This design comes from an exercise in tuning for small area, a short achievable clock period and few clock cycles on the open sky130 flow, not from production work. In this exercise RTL edits were held to simulation tests only and were not proved equivalent to the original.

**flow/config.mk**
```make
export PLATFORM = sky130hd
export DESIGN_NAME = genetic_generation_engine_core
export DESIGN_NICKNAME = genetic_generation_engine_core
export VERILOG_FILES = /design/flow/design.v
export SDC_FILE = /design/flow/constraint.sdc
export NUM_CORES = 4
export LEC_CHECK = 0
export CAP_MARGIN = 20
export CORE_MARGIN = 2
export CORE_UTILIZATION = 40
export SLEW_MARGIN = 20
```
**flow/constraint.sdc**
```tcl
create_clock -name core_clock -period 8.0 [get_ports {clk}]
set_input_delay 1.6000 -clock core_clock [delete_from_list [all_inputs] [get_ports {clk}]]
set_output_delay 1.6000 -clock core_clock [all_outputs]
set_load 0.01 [all_outputs]
```
**flow/design.v**
```verilog
`default_nettype none
package gge_pkg;
  localparam logic [31:0] LfsrTaps = 32'h80200003;
  localparam logic [31:0] SeedReset = 32'd1;
  localparam logic [15:0] XoverReset = 16'd45875;
  localparam logic [15:0] MutReset = 16'd66;
  function automatic logic [31:0] lfsr_step(input logic [31:0] v);
    lfsr_step = v[0] ? ((v >> 1) ^ LfsrTaps) : (v >> 1);
  endfunction
  function automatic logic [31:0] lfsr_jump(input logic [31:0] v, input int n);
    logic [31:0] x;
    x = v;
    for (int k = 0; k < n; k++) x = x[0] ? ((x >> 1) ^ LfsrTaps) : (x >> 1);
    lfsr_jump = x;
  endfunction
  function automatic logic [3:0] ones8(input logic [7:0] v);
    logic [3:0] n;
    n = '0;
    for (int b = 0; b < 8; b++) n = n + {3'd0, v[b]};
    ones8 = n;
  endfunction
  function automatic logic [5:0] rstep(input logic [5:0] r, input logic b, input logic [6:0] d);
    logic [6:0] t;
    t = {r, b};
    rstep = (t >= d) ? 6'(t - d) : t[5:0];
  endfunction
  function automatic logic [5:0] addmod(input logic [5:0] a, input logic [5:0] b,
                                        input logic [6:0] d);
    logic [6:0] t;
    t = {1'b0, a} + {1'b0, b};
    addmod = (t >= d) ? 6'(t - d) : t[5:0];
  endfunction
  function automatic logic [5:0] cmod(input logic [1:0] sel, input logic [6:0] d);
    logic [5:0] v;
    v = '0;
    if (d >= 7'd8) begin
      case (sel)
        2'd0: v = 6'd7;
        2'd1: v = 6'd3;
        2'd2: v = 6'(d - 7'd1);
        default: v = 6'(d - 7'd5);
      endcase
    end else begin
      case (d[2:0])
        3'd1: v = 6'd0;
        3'd2: v = 6'd1;                                           
        3'd3: case (sel) 2'd0: v = 6'd1; 2'd1: v = 6'd0; 2'd2: v = 6'd2; default: v = 6'd1; endcase
        3'd4: case (sel) 2'd0: v = 6'd3; 2'd1: v = 6'd3; 2'd2: v = 6'd3; default: v = 6'd3; endcase
        3'd5: case (sel) 2'd0: v = 6'd2; 2'd1: v = 6'd3; 2'd2: v = 6'd4; default: v = 6'd0; endcase
        3'd6: case (sel) 2'd0: v = 6'd1; 2'd1: v = 6'd3; 2'd2: v = 6'd5; default: v = 6'd1; endcase
        3'd7: case (sel) 2'd0: v = 6'd0; 2'd1: v = 6'd3; 2'd2: v = 6'd6; default: v = 6'd2; endcase
        default: v = 6'd0;
      endcase
    end
    cmod = v;
  endfunction
  function automatic logic [5:0] p16(input logic [6:0] d);
    logic [5:0] v;
    if (d >= 7'd17) v = 6'd16;
    else case (d[4:0])
      5'd1: v = 6'd0;  5'd2: v = 6'd0;  5'd3: v = 6'd1;  5'd4: v = 6'd0;
      5'd5: v = 6'd1;  5'd6: v = 6'd4;  5'd7: v = 6'd2;  5'd8: v = 6'd0;
      5'd9: v = 6'd7;  5'd10: v = 6'd6; 5'd11: v = 6'd5; 5'd12: v = 6'd4;
      5'd13: v = 6'd3; 5'd14: v = 6'd2; 5'd15: v = 6'd1; default: v = 6'd0;
    endcase
    p16 = v;
  endfunction
endpackage
`default_nettype wire
`default_nettype none
module genetic_generation_engine_core (
  input  wire logic clk,
  input  wire logic rst,
  input  wire logic in_valid,
  output logic      in_ready,
  input  wire logic [11:0] in_data,
  output logic      out_valid,
  input  wire logic out_ready,
  output logic [16:0] out_data,
  input  wire logic cfg_valid,
  output logic      cfg_ready,
  input  wire logic [1:0] cfg_index,
  input  wire logic [31:0] cfg_data
);
  localparam logic [2:0] PH_IDLE = 3'd0, PH_SUM = 3'd1, PH_MOD = 3'd2, PH_SEL = 3'd3,
                         PH_XO = 3'd4, PH_MUT = 3'd5;
  logic [2:0] ph;
  logic [2:0] cnt;
  logic dirty;                        
  logic [7:0] pop [8];
  logic [7:0] nx [8];                 
  logic [31:0] lfsr;
  logic [15:0] xthr, mthr;
  logic [6:0] s;                      
  logic [6:0] acc;
  logic [6:0] cum [7];                
  logic [5:0] r;                      
  logic [5:0] pw;                     
  logic [5:0] pb;                     
  logic [7:0] ob;
  logic [3:0] of;
  logic [2:0] oslot;
  logic ov;
  assign cfg_ready = 1'b1;
  assign in_ready = (ph == PH_IDLE);
  assign out_valid = ov;
  assign out_data = {oslot, ob, of, ob == 8'hFF, oslot == 3'd7};
  wire take = in_valid && (ph == PH_IDLE);
  wire take_run = take && in_data[11];
  wire take_load = take && !in_data[11];
  wire s_zero = (s == 7'd0);
  wire [6:0] dv = s_zero ? 7'd8 : s;
  wire [7:0] pcur = pop[cnt];
  wire [3:0] fcur = gge_pkg::ones8(pcur);
  wire [6:0] acc_in = (cnt == 3'd0) ? 7'd0 : acc;
  wire [6:0] acc_nx = acc_in + {3'd0, fcur};
  wire [31:0] l8 = gge_pkg::lfsr_jump(lfsr, 8);
  wire [3:0] chunk = l8[31 - 4 * cnt -: 4];
  logic [5:0] r_mod;
  logic [5:0] pw1, pw2, pw3, pw4;
  always_comb begin
    r_mod = (cnt == 3'd0) ? 6'd0 : r;
    for (int k = 3; k >= 0; k--) r_mod = gge_pkg::rstep(r_mod, chunk[k], dv);
    pw1 = gge_pkg::rstep((cnt == 3'd0) ? gge_pkg::p16(dv) : pw, 1'b0, dv);
    pw2 = gge_pkg::rstep(pw1, 1'b0, dv);
    pw3 = gge_pkg::rstep(pw2, 1'b0, dv);
    pw4 = gge_pkg::rstep(pw3, 1'b0, dv);
  end
  wire [5:0] a_neg = (pw == 6'd0) ? 6'd0 : 6'(dv - {1'b0, pw});
  wire [5:0] b_neg = (pb == 6'd0) ? 6'd0 : 6'(dv - {1'b0, pb});
  wire [5:0] k_plus = gge_pkg::addmod(a_neg, pb, dv);       
  wire [5:0] k_minus = gge_pkg::addmod(a_neg, b_neg, dv);   
  logic [31:0] y;
  always_comb begin
    case (cnt)
      3'd0: y = gge_pkg::lfsr_jump(lfsr, 8);
      3'd1: y = gge_pkg::lfsr_jump(lfsr, 7);
      3'd2: y = gge_pkg::lfsr_jump(lfsr, 6);
      3'd3: y = gge_pkg::lfsr_jump(lfsr, 5);
      3'd4: y = gge_pkg::lfsr_jump(lfsr, 4);
      3'd5: y = gge_pkg::lfsr_jump(lfsr, 3);
      default: y = gge_pkg::lfsr_jump(lfsr, 2);
    endcase
  end
  wire [5:0] r_dbl = gge_pkg::addmod(r, r, dv);
  wire [5:0] k_tap = gge_pkg::addmod(y[21] ? pw : pb, gge_pkg::cmod(y[1:0], dv), dv);
  wire [5:0] r_back = y[31] ? gge_pkg::addmod(r_dbl, k_tap, dv) : r_dbl;
  logic [2:0] sel_idx;
  always_comb begin
    sel_idx = 3'd0;
    for (int j = 0; j < 7; j++) sel_idx = sel_idx + {2'd0, cum[j] <= {1'b0, r}};
    if (s_zero) sel_idx = r[2:0];
  end
  wire [7:0] psel = pop[sel_idx];
  wire [31:0] xd = gge_pkg::lfsr_step(lfsr);
  wire [31:0] xe = gge_pkg::lfsr_step(xd);
  wire xhit = xd[31:16] < xthr;
  wire [7:0] xmask = 8'((9'd1 << xe[2:0]) - 9'd1);
  wire [7:0] xa = nx[{cnt[1:0], 1'b0}];
  wire [7:0] xb = nx[{cnt[1:0], 1'b1}];
  wire [7:0] xc0 = (xa & xmask) | (xb & ~xmask);
  wire [7:0] xc1 = (xb & xmask) | (xa & ~xmask);
  logic [7:0] flip;
  always_comb begin
    logic [31:0] m;
    m = lfsr;
    for (int j = 0; j < 8; j++) begin
      m = gge_pkg::lfsr_step(m);
      flip[j] = m[31:16] < mthr;
    end
  end
  wire [7:0] mfin = nx[cnt] ^ flip;
  wire [3:0] mfit = gge_pkg::ones8(mfin);
  wire mut_go = (ph == PH_MUT) && (!ov || out_ready);
  always_ff @(posedge clk) begin
    if (rst) begin
      ph <= PH_IDLE; cnt <= '0; dirty <= 1'b0; s <= '0; ov <= 1'b0;
      lfsr <= gge_pkg::SeedReset; xthr <= gge_pkg::XoverReset; mthr <= gge_pkg::MutReset;
      for (int i = 0; i < 8; i++) pop[i] <= '0;
    end else begin
      if (cfg_valid) begin
        case (cfg_index)
          2'd0: lfsr <= (cfg_data == 32'd0) ? 32'd1 : cfg_data;
          2'd1: xthr <= cfg_data[15:0];
          2'd2: mthr <= cfg_data[15:0];
          default: ;
        endcase
      end
      if (ov && out_ready) ov <= 1'b0;
      case (ph)
        PH_IDLE: begin
          if (take_load) begin
            pop[in_data[10:8]] <= in_data[7:0];
            dirty <= 1'b1;
          end
          if (take_run) begin
            ph <= dirty ? PH_SUM : PH_MOD;
            cnt <= 3'd1;
          end
        end
        PH_SUM: begin
          cnt <= cnt + 3'd1;
          if (cnt == 3'd7) begin
            s <= acc_nx; dirty <= 1'b0; ph <= PH_MOD;
          end
        end
        PH_MOD: begin
          cnt <= cnt + 3'd1;
          if (cnt == 3'd7) ph <= PH_SEL;
        end
        PH_SEL: begin
          cnt <= cnt + 3'd1;
          if (cnt == 3'd7) begin
            ph <= PH_XO; lfsr <= gge_pkg::lfsr_jump(lfsr, 8);
          end
        end
        PH_XO: begin
          lfsr <= xhit ? xe : xd;
          cnt <= cnt + 3'd1;
          if (cnt == 3'd3) begin
            ph <= PH_MUT; cnt <= 3'd0;
          end
        end
        PH_MUT: begin
          if (mut_go) begin
            lfsr <= gge_pkg::lfsr_jump(lfsr, 8);
            pop[cnt] <= mfin;
            ov <= 1'b1;
            s <= ((cnt == 3'd0) ? 7'd0 : s) + {3'd0, mfit};
            cnt <= cnt + 3'd1;
            if (cnt == 3'd7) ph <= PH_IDLE;
          end
        end
        default: ph <= PH_IDLE;
      endcase
    end
  end
  wire do_cum = (ph == PH_SUM) || (ph == PH_MOD) || (take_run && !dirty) || (take_run && dirty);
  wire do_mod = (ph == PH_MOD) || (take_run && !dirty);
  always_ff @(posedge clk) begin
    if (do_cum) begin
      acc <= acc_nx;
      if (cnt != 3'd7) cum[cnt] <= acc_nx;
    end
    if (do_mod) begin
      r <= r_mod;
      if (cnt == 3'd7) begin
        pw <= k_minus; pb <= k_plus;
      end else pw <= pw4;
      if (cnt == 3'd4) pb <= pw2;
    end
    if (ph == PH_SEL) begin
      nx[3'd7 - cnt] <= psel;
      r <= r_back;
    end
    if (ph == PH_XO && xhit) begin
      nx[{cnt[1:0], 1'b0}] <= xc0;
      nx[{cnt[1:0], 1'b1}] <= xc1;
    end
    if (mut_go) begin
      ob <= mfin; of <= mfit; oslot <= cnt;
    end
  end
endmodule
`default_nettype wire
```
**flow/run.sh**
```bash
#!/bin/bash
# synth_recipe.tcl (not shown) runs the flow's synth.tcl, then flattens the netlist and writes it again
# the make line also repeats each setting of config.mk as NAME=value (left out here)
make -C /OpenROAD-flow-scripts/flow DESIGN_CONFIG=/design/flow/config.mk WORK_HOME=/design/flow/orfs CLKGATE_MAP_FILE= SYNTH_SCRIPT=/design/flow/synth_recipe.tcl finish
```
==> flow_summary_export.csv <==
group,metric,value,unit
run_status,status,"complete, but fails checks",
run_status,violations,"setup timing",
cells_and_area,drive_gt1_share,19.9,%
logic_synthesis,ys_ff_latch,299,
sta,max-slew-margin-rel,24.5,%
setup_path,slowest_stage,"fa_2",
logic_synthesis,synth-edff-count,217,
sta,rsz0062_at_grt,"yes",
cells_and_area,area_growth,18.6,%
cts,path_clk_slew,0.07,ns
setup_path,slowest_delay,0.58,ns
floorplanning,die_area,69600,sq um
logic_synthesis,yosys_warnings,1,
cells_and_area,final_nets,3490,
global_route,overflow,0,
floorplanning,rows,95,
floorplanning,io-pin-count,71,
placement,dp_hpwl,64200,um
cells_and_area,utilization,47.8,%
sta,fin_setup_tns,-1.21,ns
floorplanning,initial_utilization,40.3,%
setup_path,critPathArrivalTime,8.55,ns
logic_synthesis,syn-num-nets,3264,
floorplanning,die_w,264,um
global_route,grt_max_degree,55,
cts,h-tree-depth,2,
sta,finalSetupViolCount,6,
route,dr.pass1.iters,7,
global_route,grt_util_all_layers,25.0,%
cts,cts_buffers,36,
sta,hold-worst-slack,0.456,ns
logic_synthesis,synthArstFlopShare,0,%
floorplanning,core-area,67000,sq um
setup_path,start_kind,"flop",
sta,clock-skew-final,0.0210,ns
route,routed_wl,88900,um
hold_path,hp-class,"flop to flop",
cts,cts_sinks,299,
floorplanning,chipHeight,264,um
sta,tightest_slew,1.13,ns
route,via_per_inst,5.98,
sta,min_period_over_period,103,%
logic_synthesis,yosysSeqAreaShare,30.2,%
route,drtIter0Drc,2089,
route,detail-route-antenna-nets,0,
setup_path,required,8.31,ns
setup_path,critPathKind,"flop to flop",
route,post-route-drc-count,0,
cts,clock_path_buffers,3,
global_route,antenna_found_initial,2,
logic_synthesis,syn_inst,2842,
global_route,grt_pass1_wl,137000,um
placement,gp_congestion,0.911,
setup_path,critPathCaptureType,"flop",
setup_path,cpMostUsedCell,"inv_2",
sta,period_needed,8.23,ns
run,maxCapViolCount,0,
route,vias,23700,
cts,cts_hold_buf,0,
placement,port_buffers,69,
route,wl_per_cell,22.4,um
setup_path,cp_max_fo,4,
sta,hold_viol_final,0,
cts,cts_tree,"done",
cts,clk_latency,0.57,ns
cells_and_area,final_common_cell,"ha_1",
logic_synthesis,netlist-cell-type-count,93,
logic_synthesis,synth_area,27000,sq um
sta,max_clock_freq,0.121,GHz
cells_and_area,stdcell_area,32000,sq um
logic_synthesis,syn_avg_cell_area,9.50,sq um
placement,placed_area,30000,sq um
cells_and_area,final_cell_mix,"ha_1 (323), nand2_1 (269), buf_4 (239), edfxtp_1 (217), a21oi_1 (206)",
logic_synthesis,synth_ff_type,"edfxtp_1",
sta,finalMaxSlewViolations,0,
global_route,grt_pass1_vias,23900,
cts,cts_root_buf,"clkbuf_16",
sta,setup_slack,-0.234,ns
cells_and_area,antenna_cells,0,
cells in the mapped netlist (9+ instances only):
cell / instances / share of area, %
inv_1: 149 / 2.1
nor4_1: 16 / 0.37
or3_1: 15 / 0.35
nand2_1: 271 / 3.8
o211ai_1: 20 / 0.56
nand2b_1: 29 / 0.67
a31oi_1: 18 / 0.42
nand3_1: 65 / 1.2
o31ai_1: 11 / 0.31
xor2_1: 49 / 1.6
dfxtp_1: 82 / 6.1
a211oi_1: 22 / 0.61
a22o_1: 11 / 0.36
xnor2_1: 66 / 2.1
edfxtp_1: 217 / 24
a311o_1: 15 / 0.56
o22ai_1: 27 / 0.63
a31o_2: 13 / 0.42
mux2_2: 117 / 4.9
and2_1: 9 / 0.21
a21oi_1: 219 / 4.1
fa_1: 30 / 2.2
nor3_1: 72 / 1.3
nor2b_1: 42 / 0.97
o21ai_0: 104 / 1.9
mux4_2: 50 / 4.2
ha_1: 341 / 16
o21bai_1: 19 / 0.53
clkbuf_1: 93 / 1.3
a221oi_1: 9 / 0.29
a22oi_1: 24 / 0.67
buf_1: 11 / 0.15
and3_1: 55 / 1.3
a21o_1: 71 / 2.0
buf_2: 24 / 0.44
o21a_1: 30 / 0.83
mux2i_1: 56 / 2.1
a311oi_1: 31 / 1.0
nand4_1: 32 / 0.74
nor2_1: 181 / 2.5
stage by stage:
step / cells / worst slack, ns
floorplan: 2842 / -0.240
global placement: 3853 / -0.156
detailed placement: 3854 / -0.405
CTS: 3949 / -0.102
global route: 3969 / -0.678
finish: 3969 / -0.234
worst max-delay path: cells and delay by family, from the launching register on:
family	cells	cell delay, ns
flops	1	0.36
compound gates	16	2.40
xor+xnor	6	1.19
simple gates	5	0.51
buf+inv	6	0.38
mux	4	0.81
fa+ha+maj	8	2.30
metal layers:
metal | global-route usage [%] | up-vias | part of all wire (%)
li1 | - | 11100 | -
met1 | 31.9 | 11600 | 42
met2 | 42.9 | 908 | 48
met3 | 3.33 | 184 | 6.5
met4 | 9.64 | 0 | 3.6
met5 | 0 | - | 0
sequential cells by signal, summed over array words and instances (netlist names), 6 cells and up, named ones only:
register / count
pb: 6
pop: 64
xthr: 16
nx: 64
mthr: 16
lfsr: 32
ob: 8
acc: 7
r: 6
s: 7
pw: 6
cum: 49
logic make-up after synthesis:
kind of cell,count (synthesis),synth area share (%)
buf+inv,283,4.13
flops,299,30.2
xor+xnor,120,4.17
simple gates,834,14.9
fa+ha+maj,372,18.1
compound gates,708,17.3
other cells,1,0.0139
mux,225,11.2
cell type report:
type                       count  area, sq um
fill                        6287        35000
multi-input combinational   2260        18400
tap                          873         1090
inverter                     150          571
sequential                   299         8170
clock buffer                  42          953
timing repair buffer         321         2640
clock inverter                24          235
repair_timing:
action	4_1_cts	5_1_grt
gates cloned	0	0
pin swaps	48	48
endpoints found under the setup margin	11	15
buffers inserted	29	20
resized for setup	36	52
final timing paths:
check        startpoint      end  slack, ns  cells after the start
min             xthr[2]  xthr[2]       0.46                      2
max             lfsr[1]     r[5]      -0.23                     45
max reg2reg     lfsr[1]     r[5]      -0.23                     45
min reg2reg     xthr[2]  xthr[2]       0.46                      2
Testbench counts, summed over its fixed seeds: cycles 5,728.

## what the ideal ports hide
In the flow no input, the clock included, has a driving cell. The finished layout below was timed again as built, in two steps. Step 1 assumes that a clkbuf_16 drives the clock port and a buf_2 every other input. Step 2 adds t to the input delays and takes it off the output delays; t is the mean of the earliest and latest rising clock arrival at the registers after step 1. Input paths then give back, and output paths get back, about the clock's delay inside the block. Three values: ideal ports, drivers, drivers and shift; two values: the first two.
shift t [ns]: 0.623
slack for setup (ns): -0.234 / -0.234 / -0.234
hold WS [ns]: 0.456 / 0.456 / 0.456
worst register clock-pin slew, ns: 0.07 / 0.07
The setup slack of this run moves by 0.000 ns with the drivers and by 0.000 ns with both steps.
